Context: an optimization exercise on an open-source flow, tuned for small area. The choices shown serve that exercise and are no tape-out recipe.
Power figures rest on the tool's default switching activity, not on a simulated workload.

==> flow/design.v <==
package dnsle_pkg;
  localparam int MAX_LABEL = 62;
  localparam int RING_DEPTH = MAX_LABEL + 1;
  localparam int CNT_W      = 6;
  localparam int BYTE_W     = 8;
  localparam int LEN_W      = 16;
  localparam logic [BYTE_W-1:0] DOT_CHAR = 8'd46;
endpackage
module dnsle_label_ram #(
  parameter int DEPTH = 63,
  parameter int WIDTH = 8
) (
  input  logic             clk,
  input  logic             wr_en,
  input  logic [WIDTH-1:0] wr_data,
  output logic [WIDTH-1:0] rd_data
);
  logic [DEPTH*WIDTH-1:0] ring_r;
  always_ff @(posedge clk) begin
    ring_r <= {ring_r[(DEPTH-1)*WIDTH-1:0],
               wr_en ? wr_data : ring_r[DEPTH*WIDTH-1 -: WIDTH]};
  end
  assign rd_data = ring_r[WIDTH-1:0];
endmodule
module dnsle_ctrl (
  input  logic        clk,
  input  logic        rst_n,
  input  logic        in_valid,
  output logic        in_ready,
  input  logic        in_mode,
  input  logic [7:0]  in_char_code,
  output logic        wr_en,
  input  logic [7:0]  rd_data,
  output logic        out_valid,
  input  logic        out_ready,
  output logic [7:0]  out_byte,
  output logic        out_last_of_run,
  output logic [15:0] out_encoded_length,
  output logic        out_label_overflow
);
  localparam int CNT_W = dnsle_pkg::CNT_W;
  localparam int LEN_W = dnsle_pkg::LEN_W;
  typedef enum logic [1:0] {
    ST_IDLE  = 2'd0,
    ST_DATA  = 2'd1,
    ST_TERM  = 2'd2,
    ST_TSHOW = 2'd3
  } state_t;
  state_t           state_r, state_nxt;
  logic [CNT_W-1:0] off_r, off_nxt;
  logic [CNT_W-1:0] count_r, count_nxt;
  logic             dot_r, dot_nxt;
  logic             ovf_r, ovf_nxt;
  logic             term_r, term_nxt;
  logic [LEN_W-1:0] enc_r, enc_nxt;
  logic             valid_r;
  logic [7:0]       byte_r;
  logic             can_push;
  logic             push;
  logic [7:0]       push_byte;
  logic             count_word;
  logic             hold_off;
  logic             flush_done;
  logic             is_dot;
  logic             writes;
  logic             at_slot;
  logic             empty;
  assign can_push = !valid_r || out_ready;
  assign is_dot   = (in_char_code == dnsle_pkg::DOT_CHAR);
  assign empty    = (count_r == '0);
  assign writes   = !in_mode && !is_dot &&
                    (dot_r || count_r != CNT_W'(dnsle_pkg::MAX_LABEL));
  assign at_slot  = (off_r == count_r);
  always_comb begin
    state_nxt  = state_r;
    count_nxt  = count_r;
    dot_nxt    = dot_r;
    ovf_nxt    = ovf_r;
    term_nxt   = term_r;
    enc_nxt    = enc_r;
    in_ready   = 1'b0;
    wr_en      = 1'b0;
    push       = 1'b0;
    push_byte  = count_r[7:0];
    count_word = 1'b0;
    hold_off   = 1'b0;
    flush_done = 1'b0;
    case (state_r)
      ST_IDLE: begin
        in_ready = can_push && (!writes || at_slot);
        if (in_valid && in_ready) begin
          if (in_mode || dot_r) begin
            term_nxt   = in_mode;
            dot_nxt    = !in_mode && is_dot;
            wr_en      = writes;
            push       = !(in_mode && empty);
            count_word = !(in_mode && empty);
            if (in_mode && empty) state_nxt = ST_TERM;
            else if (empty)       flush_done = 1'b1;
            else                  state_nxt = ST_DATA;
          end else if (is_dot) begin
            dot_nxt = 1'b1;
          end else if (writes) begin
            wr_en     = 1'b1;
            count_nxt = count_r + CNT_W'(1);
          end else begin
            ovf_nxt = 1'b1;
          end
        end
      end
      ST_DATA: begin
        if (can_push && off_r == CNT_W'(1)) begin
          push       = 1'b1;
          push_byte  = rd_data;
          count_word = 1'b1;
          hold_off   = 1'b1;
          count_nxt  = count_r - CNT_W'(1);
          if (count_r == CNT_W'(1)) flush_done = 1'b1;
        end
      end
      ST_TERM: begin
        if (can_push) begin
          push      = 1'b1;
          push_byte = 8'd0;
          state_nxt = ST_TSHOW;
        end
      end
      default: begin
        if (out_ready) begin
          enc_nxt   = LEN_W'(1);
          ovf_nxt   = 1'b0;
          state_nxt = ST_IDLE;
        end
      end
    endcase
    if (flush_done) begin
      if (term_nxt) begin
        state_nxt = ST_TERM;
      end else begin
        count_nxt = dot_nxt ? CNT_W'(0) : CNT_W'(1);
        state_nxt = ST_IDLE;
      end
    end
    if (count_word && enc_r != '1) enc_nxt = enc_r + LEN_W'(1);
  end
  always_comb begin
    if (hold_off)                                   off_nxt = off_r;
    else if (off_r == CNT_W'(dnsle_pkg::MAX_LABEL)) off_nxt = '0;
    else                                            off_nxt = off_r + CNT_W'(1);
  end
  always_ff @(posedge clk) begin
    if (!rst_n) begin
      state_r <= ST_IDLE;
      off_r   <= '0;
      count_r <= '0;
      dot_r   <= 1'b0;
      ovf_r   <= 1'b0;
      term_r  <= 1'b0;
      enc_r   <= LEN_W'(1);
      valid_r <= 1'b0;
    end else begin
      state_r <= state_nxt;
      off_r   <= off_nxt;
      count_r <= count_nxt;
      dot_r   <= dot_nxt;
      ovf_r   <= ovf_nxt;
      term_r  <= term_nxt;
      enc_r   <= enc_nxt;
      if (push)           valid_r <= 1'b1;
      else if (out_ready) valid_r <= 1'b0;
    end
  end
  always_ff @(posedge clk) begin
    if (push) byte_r <= push_byte;
  end
  assign out_valid          = valid_r;
  assign out_byte           = byte_r;
  assign out_last_of_run    = (state_r == ST_IDLE) || (state_r == ST_TSHOW);
  assign out_encoded_length = (state_r == ST_TSHOW) ? enc_r : '0;
  assign out_label_overflow = ovf_r;
endmodule
module dns_name_label_encoder (
  input  logic        clk,
  input  logic        rst_n,
  input  logic        in_valid,
  output logic        in_ready,
  input  logic        in_mode,
  input  logic [7:0]  in_char_code,
  output logic        out_valid,
  input  logic        out_ready,
  output logic [7:0]  out_byte,
  output logic        out_last_of_run,
  output logic [15:0] out_encoded_length,
  output logic        out_label_overflow
);
  logic       wr_en;
  logic [7:0] rd_data;
  dnsle_label_ram #(
    .DEPTH (dnsle_pkg::RING_DEPTH),
    .WIDTH (dnsle_pkg::BYTE_W)
  ) u_ram (
    .clk     (clk),
    .wr_en   (wr_en),
    .wr_data (in_char_code),
    .rd_data (rd_data)
  );
  dnsle_ctrl u_ctrl (
    .clk                (clk),
    .rst_n              (rst_n),
    .in_valid           (in_valid),
    .in_ready           (in_ready),
    .in_mode            (in_mode),
    .in_char_code       (in_char_code),
    .wr_en              (wr_en),
    .rd_data            (rd_data),
    .out_valid          (out_valid),
    .out_ready          (out_ready),
    .out_byte           (out_byte),
    .out_last_of_run    (out_last_of_run),
    .out_encoded_length (out_encoded_length),
    .out_label_overflow (out_label_overflow)
  );
endmodule
make LEC_CHECK=0 CAP_MARGIN=20 CORE_MARGIN=2 CORE_UTILIZATION=60 CTS_BUF_LIST=sky130_fd_sc_hd__clkbuf_8 CTS_CLUSTER_DIAMETER=60 CTS_CLUSTER_SIZE=20 SLEW_MARGIN=20 finish   # period 5.5 ns
run.sh (not shown) runs the stock make flow with config.mk's settings and CLKGATE_MAP_FILE= SYNTH_SCRIPT=/design/flow/synth_recipe.tcl, a recipe that flattens the netlist after the stock synthesis.
Rerun with:
==> flow/flow/run.sh (new file) <==
#!/bin/bash
# Layout flow: the standard ORFS layout (standard.sh), with these changes
# passed to ORFS through its own variables:
#  - synthesis maps logic with an area-oriented ABC script (abc_area.script
#    here) in place of ORFS's speed script; the synthesis script is
#    otherwise the standard flow's synth_recipe.tcl unchanged, so registers and names are
#    those of the standard synthesis;
#  - clock tree synthesis without dummy loads, with clkbuf_8 buffers and sink
#    clusters of at most 20 flip-flops (CTS_ARGS);
#  - port buffers of the smallest buffer cell (BUFFER_PORTS_ARGS).
# Each tool's full output is kept in the ORFS logs under orfs/logs, and the
# make output in flow_make.log here.
set -euo pipefail
here=$(pwd)
{
  printf 'proc abc {args} {\n'
  printf '  set i [lsearch $args -script]\n'
  printf '  if {$i >= 0} { lset args [expr {$i + 1}] %s/flow/abc_area.script }\n' "$here"
  printf '  yosys abc {*}$args\n'
  printf '}\n'
  cat synth_recipe.tcl
} > own_synth.tcl
sed -E "s#SYNTH_SCRIPT=[^ ]+#SYNTH_SCRIPT=$here/own_synth.tcl#" standard.sh > own_standard.sh
grep -q "SYNTH_SCRIPT=$here/own_synth.tcl" own_standard.sh
export CTS_ARGS="-sink_clustering_enable -repair_clock_nets -dont_use_dummy_load -sink_clustering_size 20 -sink_clustering_max_diameter 60 -buf_list sky130_fd_sc_hd__clkbuf_8"
export BUFFER_PORTS_ARGS="-buffer_cell sky130_fd_sc_hd__buf_1"
bash own_standard.sh > flow_make.log 2>&1
==> flow/flow/abc_area.script (new file) <==
&get -n
&st
&dch
&nf -R 1000
&st
&syn2
&if -g -K 6
&synch2
&nf -R 1000
&put
==> flow/standard.sh (new file) <==
#!/bin/bash
# synth_recipe.tcl (not shown) runs the flow's synth.tcl, then flattens the netlist and writes it again
# the make line also repeats each setting of config.mk as NAME=value (left out here)
make -C /OpenROAD-flow-scripts/flow DESIGN_CONFIG=/design/flow/config.mk WORK_HOME=/design/flow/orfs CLKGATE_MAP_FILE= SYNTH_SCRIPT=/design/flow/synth_recipe.tcl "${@:-finish}"
removed: flow/run.sh
Non-clock buffer count is lower by 1.
Core utilization came out lower by 2.0 points.
Power came out lower by about 2.4%.
Final cell count falls by about 2%.
Wire length fell by about 10%.
Setup slack improves by 0.35 ns.
Clock power goes down by about 8%.
Maximum frequency came out higher by 8.4%.
Design area is lower by 4.2%.
Rerun with:
==> flow/flow/run.sh (replaced) <==
#!/bin/bash
# Layout flow: the standard ORFS layout, with two changes passed to ORFS
# through its own variables:
#  - clock tree synthesis without dummy loads (CTS_ARGS), with the clock
#    buffer list and sink clustering from config.mk;
#  - port buffers of the smallest buffer cell (BUFFER_PORTS_ARGS).
# Each tool's full output is kept in the ORFS logs under orfs/logs, and the
# make output in flow_make.log here.
set -euo pipefail
export CTS_ARGS="-sink_clustering_enable -repair_clock_nets -dont_use_dummy_load -sink_clustering_size 20 -sink_clustering_max_diameter 60 -buf_list sky130_fd_sc_hd__clkbuf_8"
export BUFFER_PORTS_ARGS="-buffer_cell sky130_fd_sc_hd__buf_1"
bash standard.sh > flow_make.log 2>&1
removed: flow/flow/abc_area.script
The changed run finished with timing, DRC and antenna clean.
Power stays flat.
Global-route usage is higher by 1.2 points.
Utilization is higher by 0.40 points.
Fmax is higher by about 12%.
Clock power stays flat.
Routed wire length is higher by about 11%.
Worst setup slack improves by 0.43 ns.
Register-to-register slack improves by 0.21 ns.
No run of this note included a check of the RTL's function; only the layout flow was run.

==> what the ideal ports hide <==
In the flow no input, the clock included, has a driving cell. The finished layouts below were timed again as built, in two steps. Step 1 sets driving cells, clkbuf_16 on the clock port and buf_2 on the other inputs (assumed; they add their load-dependent delay and slew). Step 2 adds t to the input delays and takes it off the output delays; t is the mean of the earliest and latest rising clock arrival at the registers after step 1. Input paths then give back, and output paths get back, about the clock's delay inside the block. Slacks: ideal ports / drivers / drivers and shift; pairs: ideal ports / drivers.
| run | t (ns) | setup WS [ns] | cell pins on the clock port's net |
|---|---|---|---|
| the first run | 0.586 | 0.987 / 0.966 / 0.966 | 1 |
| the second run | 0.561 | 1.335 / 1.312 / 0.830 | 1 |
| the third run | 0.551 | 1.768 / 1.745 / 1.745 | 1 |
After both steps setup and hold are still met in every run listed. For the second run, which loses most, drivers alone change the setup slack by -0.023 ns; drivers and shift together by -0.505 ns.
